Source: an optimization exercise on an open RTL-to-GDS flow (aim: small area and few clock cycles). Production flows keep margins and buffers that such runs may drop.
Function was checked by simulation only, so behaviour that the tests miss may differ from the original.
Power is estimated from default activity; no workload was simulated.

## esc_telemetry_frame_parser
module esc_telemetry_frame_parser (
   input  logic        clock,
   input  logic        reset,
   input  logic        req_valid,
   output logic        req_ready,
   input  logic [7:0]  req_rx_byte,
   input  logic        req_frame_end,
   output logic        rsp_valid,
   input  logic        rsp_ready,
   output logic [1:0]  rsp_frame_status,
   output logic [27:0] rsp_rpm_value,
   output logic [15:0] rsp_voltage_tenths,
   output logic [15:0] rsp_current_tenths,
   output logic [7:0]  rsp_fet_temperature,
   output logic [7:0]  rsp_bec_temperature,
   output logic [7:0]  rsp_motor_temperature,
   output logic [7:0]  rsp_bec_voltage,
   output logic [7:0]  rsp_bec_current,
   input  logic        csr_wr_en,
   input  logic [15:0] csr_wr_data
);
Size: ~820 cells after synthesis, about 240 flip-flops, ~130 I/O pins, ~0.0091 sq mm of cells after synthesis.
clock: 8.0 ns
lec_check: 0
cap_margin: 20
core_margin: 2
core_utilization: 40
slew_margin: 20
run.sh (not shown) runs the stock make flow with config.mk's settings and CLKGATE_MAP_FILE= SYNTH_SCRIPT=/design/flow/synth_recipe.tcl, a recipe that flattens the netlist after the stock synthesis.
Testbench counts at the start, summed over its fixed seeds: cycles 16,894.
==> next run, changes <==
==> flow/flow/run.sh (new file) <==
#!/bin/bash
# The standard layout with three changes:
#  - synthesis maps logic with an area-oriented ABC script (flow/abc_area.script);
#    everything else in synthesis, registers included, is the standard one;
#  - ports are buffered with the smallest buffer;
#  - the clock tree uses small buffers and no dummy loads.
set -euo pipefail
HERE=$PWD

# Synthesis script: synth_recipe.tcl, with ORFS's synth.tcl swapped for a copy
# whose ABC call reads flow/abc_area.script.
sed "s|^source \$::env(SCRIPTS_DIR)/synth_preamble.tcl\$|&\nlset abc_args 1 $HERE/flow/abc_area.script|" \
    "$FLOW_HOME/scripts/synth.tcl" > "$HERE/synth_core.tcl"
grep -q "lset abc_args 1" "$HERE/synth_core.tcl"
sed "s|^source \$::env(SCRIPTS_DIR)/synth.tcl\$|source $HERE/synth_core.tcl|" \
    "$HERE/synth_recipe.tcl" > "$HERE/synth_area.tcl"
grep -q "synth_core.tcl" "$HERE/synth_area.tcl"
sed "s|SYNTH_SCRIPT=[^ ]*synth_recipe.tcl|SYNTH_SCRIPT=$HERE/synth_area.tcl|" \
    "$HERE/standard.sh" > "$HERE/standard_area.sh"
grep -q "synth_area.tcl" "$HERE/standard_area.sh"

export BUFFER_PORTS_ARGS="-buffer_cell sky130_fd_sc_hd__buf_1"
export CTS_ARGS="-sink_clustering_enable -repair_clock_nets -buf_list {sky130_fd_sc_hd__clkbuf_8} -sink_clustering_size 20 -sink_clustering_max_diameter 45 -dont_use_dummy_load"
bash "$HERE/standard_area.sh" > "$HERE/standard.log" 2>&1
==> flow/flow/abc_area.script (new file) <==
strash
dc2
dch
amap
topo
==> flow/standard.sh (new file) <==
#!/bin/bash
# synth_recipe.tcl (not shown) runs the flow's synth.tcl, then flattens the netlist and writes it again
# the make line also repeats each setting of config.mk as NAME=value (left out here)
make -C /OpenROAD-flow-scripts/flow DESIGN_CONFIG=/design/flow/config.mk WORK_HOME=/design/flow/orfs CLKGATE_MAP_FILE= SYNTH_SCRIPT=/design/flow/synth_recipe.tcl "${@:-finish}"
--- a/flow/config.mk
+++ b/flow/config.mk
@@ -10 +10 @@
-export CORE_UTILIZATION = 40
+export CORE_UTILIZATION = 70
removed: flow/run.sh
After rerunning: Count of clock-buffer cells in the layout falls by 12. Worst setup slack is worse by 260 ps. Cell area falls by 16%. Clock power falls by about 54%. Fmax falls by about 3.4%. Synthesized cell count falls by 23%.
==> next run, changes <==
--- a/flow/flow/run.sh
+++ b/flow/flow/run.sh
@@ -23 +23 @@
-export CTS_ARGS="-sink_clustering_enable -repair_clock_nets -buf_list {sky130_fd_sc_hd__clkbuf_8} -sink_clustering_size 20 -sink_clustering_max_diameter 45 -dont_use_dummy_load"
+export CTS_ARGS="-sink_clustering_enable -repair_clock_nets -buf_list {sky130_fd_sc_hd__clkbuf_16} -sink_clustering_size 32 -sink_clustering_max_diameter 80 -root_buf sky130_fd_sc_hd__clkbuf_4 -tree_buf sky130_fd_sc_hd__clkbuf_4 -dont_use_dummy_load"
--- a/flow/config.mk
+++ b/flow/config.mk
@@ -10 +10 @@
-export CORE_UTILIZATION = 70
+export CORE_UTILIZATION = 80
The new run completed with no timing, DRC or antenna violations.
Via count climbs by 14%.
Power drops by 0.82%.
Setup slack got worse by 270 ps.

## exp/cedar
esc_telemetry_frame_parser again, from the RTL that the note above started with.
## esc_telemetry_frame_parser
module esc_telemetry_frame_parser (
   input  logic        clock,
   input  logic        reset,
   input  logic        req_valid,
   output logic        req_ready,
   input  logic [7:0]  req_rx_byte,
   input  logic        req_frame_end,
   output logic        rsp_valid,
   input  logic        rsp_ready,
   output logic [1:0]  rsp_frame_status,
   output logic [27:0] rsp_rpm_value,
   output logic [15:0] rsp_voltage_tenths,
   output logic [15:0] rsp_current_tenths,
   output logic [7:0]  rsp_fet_temperature,
   output logic [7:0]  rsp_bec_temperature,
   output logic [7:0]  rsp_motor_temperature,
   output logic [7:0]  rsp_bec_voltage,
   output logic [7:0]  rsp_bec_current,
   input  logic        csr_wr_en,
   input  logic [15:0] csr_wr_data
);
   efp_pkg::req_item_type req_item;
   efp_pkg::rsp_item_type rsp_item;
   assign req_item.rx_byte   = req_rx_byte;
   assign req_item.frame_end = req_frame_end;
   esc_telemetry_frame_parser_core u_core (
      .clock       (clock),
      .reset       (reset),
      .req_valid   (req_valid),
      .req_ready   (req_ready),
      .req_item    (req_item),
      .rsp_valid   (rsp_valid),
      .rsp_ready   (rsp_ready),
      .rsp_item    (rsp_item),
      .csr_wr_en   (csr_wr_en),
      .csr_wr_data (csr_wr_data)
   );
   assign rsp_frame_status      = rsp_item.frame_status;
   assign rsp_rpm_value         = rsp_item.rpm_value;
  ...
export LEC_CHECK = 0
export CAP_MARGIN = 20
export CORE_MARGIN = 2
export CORE_UTILIZATION = 70
export SLEW_MARGIN = 20
create_clock -name core_clock -period 8.0 [get_ports {clock}]
standard.sh (not shown) runs the stock make flow with config.mk's settings and CLKGATE_MAP_FILE= SYNTH_SCRIPT=/design/flow/synth_recipe.tcl, a recipe that flattens the netlist after the stock synthesis.
==> flow/flow/run.sh <==
#!/bin/bash
# Standard layout with two changes: ports are buffered with the smallest
# buffer, and the clock tree uses small buffers with no dummy loads.
set -euo pipefail
export BUFFER_PORTS_ARGS="-buffer_cell sky130_fd_sc_hd__buf_1"
export CTS_ARGS="-sink_clustering_enable -repair_clock_nets -buf_list {sky130_fd_sc_hd__clkbuf_4 sky130_fd_sc_hd__clkbuf_8 sky130_fd_sc_hd__clkbuf_16} -sink_clustering_size 32 -sink_clustering_max_diameter 80 -dont_use_dummy_load"
bash standard.sh > standard.log 2>&1
Testbench counts of exp/cedar, summed over its fixed seeds: cycles 16,894.
Changes in exp/violet relative to exp/cedar:
==> flow/flow/run.sh <==
#!/bin/bash
# The standard layout with three changes:
#  - synthesis maps logic with an area-oriented ABC script (flow/abc_area.script);
#    everything else in synthesis, registers included, is the standard one;
#  - ports are buffered with the smallest buffer;
#  - the clock tree uses small buffers and no dummy loads.
set -euo pipefail
HERE=$PWD

# Synthesis script: synth_recipe.tcl, with ORFS's synth.tcl swapped for a copy
# whose ABC call reads flow/abc_area.script.
sed "s|^source \$::env(SCRIPTS_DIR)/synth_preamble.tcl\$|&\nlset abc_args 1 $HERE/flow/abc_area.script|" \
    "$FLOW_HOME/scripts/synth.tcl" > "$HERE/synth_core.tcl"
grep -q "lset abc_args 1" "$HERE/synth_core.tcl"
sed "s|^source \$::env(SCRIPTS_DIR)/synth.tcl\$|source $HERE/synth_core.tcl|" \
    "$HERE/synth_recipe.tcl" > "$HERE/synth_area.tcl"
grep -q "synth_core.tcl" "$HERE/synth_area.tcl"
sed "s|SYNTH_SCRIPT=[^ ]*synth_recipe.tcl|SYNTH_SCRIPT=$HERE/synth_area.tcl|" \
    "$HERE/standard.sh" > "$HERE/standard_area.sh"
grep -q "synth_area.tcl" "$HERE/standard_area.sh"

export BUFFER_PORTS_ARGS="-buffer_cell sky130_fd_sc_hd__buf_1"
export CTS_ARGS="-sink_clustering_enable -repair_clock_nets -buf_list {sky130_fd_sc_hd__clkbuf_8 sky130_fd_sc_hd__clkbuf_16} -sink_clustering_size 32 -sink_clustering_max_diameter 80 -root_buf sky130_fd_sc_hd__clkbuf_4 -tree_buf sky130_fd_sc_hd__clkbuf_4 -dont_use_dummy_load"
bash "$HERE/standard_area.sh" > "$HERE/standard.log" 2>&1
==> flow/flow/abc_area.script (new file) <==
strash
dc2
dch
amap
topo
Findings:
Against exp/cedar, number of well-tap cells placed in exp/violet fell by more than 10%.
Taking exp/cedar as the reference, in exp/violet post-route clock skew climbed 0.019 ns, sequential share of layout area climbed 2.0 points, core utilization of the finished layout climbed 1.8 points, power drawn by the sequential cells barely changed, area taken by multi-input logic gates dropped 13%.
In the flow results for exp/violet and exp/cedar, the worst hold-check slack is smaller on exp/violet.
exp/violet: post-detailed-routing wire length is 740 um lower than what exp/cedar reported.
Design internal power ends up higher on exp/cedar.
Between exp/violet and exp/cedar, it is exp/violet whose initial standard-cell utilization of the core is lower, by 0.61 points.
Compare exp/violet and exp/cedar | final standard cell area without fillers lower: exp/violet
What exp/pepper does differently from exp/violet at the input level:
==> flow/flow/run.sh <==
#!/bin/bash
# Standard layout with two changes: ports are buffered with the smallest
# buffer, and the clock tree uses small buffers with no dummy loads.
set -euo pipefail
export BUFFER_PORTS_ARGS="-buffer_cell sky130_fd_sc_hd__buf_1"
export CTS_ARGS="-sink_clustering_enable -repair_clock_nets -buf_list {sky130_fd_sc_hd__clkbuf_8} -sink_clustering_size 20 -sink_clustering_max_diameter 45 -dont_use_dummy_load"
bash standard.sh > standard.log 2>&1
removed: flow/flow/abc_area.script
==> summary.txt <==
- Having completed the whole flow, exp/pepper delivered a layout that passed the timing, design-rule and antenna checks.
- Per the comparison of exp/pepper with exp/violet, final clock period utilization by the worst path moved up, first-pass GRT wire length rose by about 4.7%, number of cells traversed by the worst register-to-register path went up 1, pin count of the biggest net entering global routing increased by 21 relative to the old numbers.
### exp/pepper -> exp/willow
==> flow/flow/run.sh <==
#!/bin/bash
# The standard layout with three changes:
#  - synthesis maps logic with an area-oriented ABC script (flow/abc_area.script);
#    everything else in synthesis, registers included, is the standard one;
#  - ports are buffered with the smallest buffer;
#  - the clock tree uses small buffers and no dummy loads.
set -euo pipefail
HERE=$PWD

# Synthesis script: synth_recipe.tcl, with ORFS's synth.tcl swapped for a copy
# whose ABC call reads flow/abc_area.script.
sed "s|^source \$::env(SCRIPTS_DIR)/synth_preamble.tcl\$|&\nlset abc_args 1 $HERE/flow/abc_area.script|" \
    "$FLOW_HOME/scripts/synth.tcl" > "$HERE/synth_core.tcl"
grep -q "lset abc_args 1" "$HERE/synth_core.tcl"
sed "s|^source \$::env(SCRIPTS_DIR)/synth.tcl\$|source $HERE/synth_core.tcl|" \
    "$HERE/synth_recipe.tcl" > "$HERE/synth_area.tcl"
grep -q "synth_core.tcl" "$HERE/synth_area.tcl"
sed "s|SYNTH_SCRIPT=[^ ]*synth_recipe.tcl|SYNTH_SCRIPT=$HERE/synth_area.tcl|" \
    "$HERE/standard.sh" > "$HERE/standard_area.sh"
grep -q "synth_area.tcl" "$HERE/standard_area.sh"

export BUFFER_PORTS_ARGS="-buffer_cell sky130_fd_sc_hd__buf_1"
export CTS_ARGS="-sink_clustering_enable -repair_clock_nets -buf_list {sky130_fd_sc_hd__clkbuf_16} -sink_clustering_size 36 -sink_clustering_max_diameter 80 -root_buf sky130_fd_sc_hd__clkbuf_4 -tree_buf sky130_fd_sc_hd__clkbuf_4 -dont_use_dummy_load"
bash "$HERE/standard_area.sh" > "$HERE/standard.log" 2>&1
==> flow/flow/abc_area.script (new file) <==
strash
dc2
dch
amap
topo
[summary]
- The area of the die of exp/willow falls short of that of exp/pepper by about 6%.
- On total of fill cells in the finished design, the higher figure sits with exp/pepper, not exp/willow.
- In exp/willow the setup slack turned out 0.063 ns higher than in exp/pepper.
- exp/willow: done, clean on timing, DRC and antenna
- Of exp/willow and exp/pepper, the higher detailed-route vias per instance belongs to exp/willow.
- exp/willow reports a higher number of design-rule violations left by the first detailed-router iteration than exp/pepper does.
- Relative area change from synthesis to final layout up 3.2 points in exp/willow wrt exp/pepper
- Looking at proportion of total power due to net switching across exp/willow and exp/pepper, the one that comes out lower is exp/willow.
- exp/willow vs exp/pepper: via count down
- [compare] base=exp/pepper new=exp/willow: total power went down 100 uW, number of global-route vias before repair fell by 322.

==> static timing again, ports no longer ideal <==
Ports are ideal in the flow. The routed layouts listed here were re-timed in OpenROAD.
Step 1: set_driving_cell puts a clkbuf_16 on clock and a buf_2 on each other input, an assumption about the parent block.
Step 2 times the ports against the registers' clock, not the clock port: input delays grow and output delays shrink by t, the midpoint of the rising clock arrivals with the driver on.
a / b / c = ideal ports / drivers / drivers and shift; a / b = the first two.
run	shift t [ns]	slack for setup (ns)	pins driven straight from the clock port
the first run of note 1	0.553	0.648 / 0.648 / 0.648	1
the second run of note 1	0.548	0.392 / 0.392 / 0.392	1
the third run of note 1	0.607	0.124 / 0.124 / 0.124	1
exp/cedar	0.486	0.441 / 0.441 / 0.441	1
exp/violet	0.590	0.505 / 0.505 / 0.505	1
exp/pepper	0.544	0.424 / 0.424 / 0.424	1
exp/willow	0.593	0.487 / 0.487 / 0.487	1
After both steps every run listed still meets setup and hold.
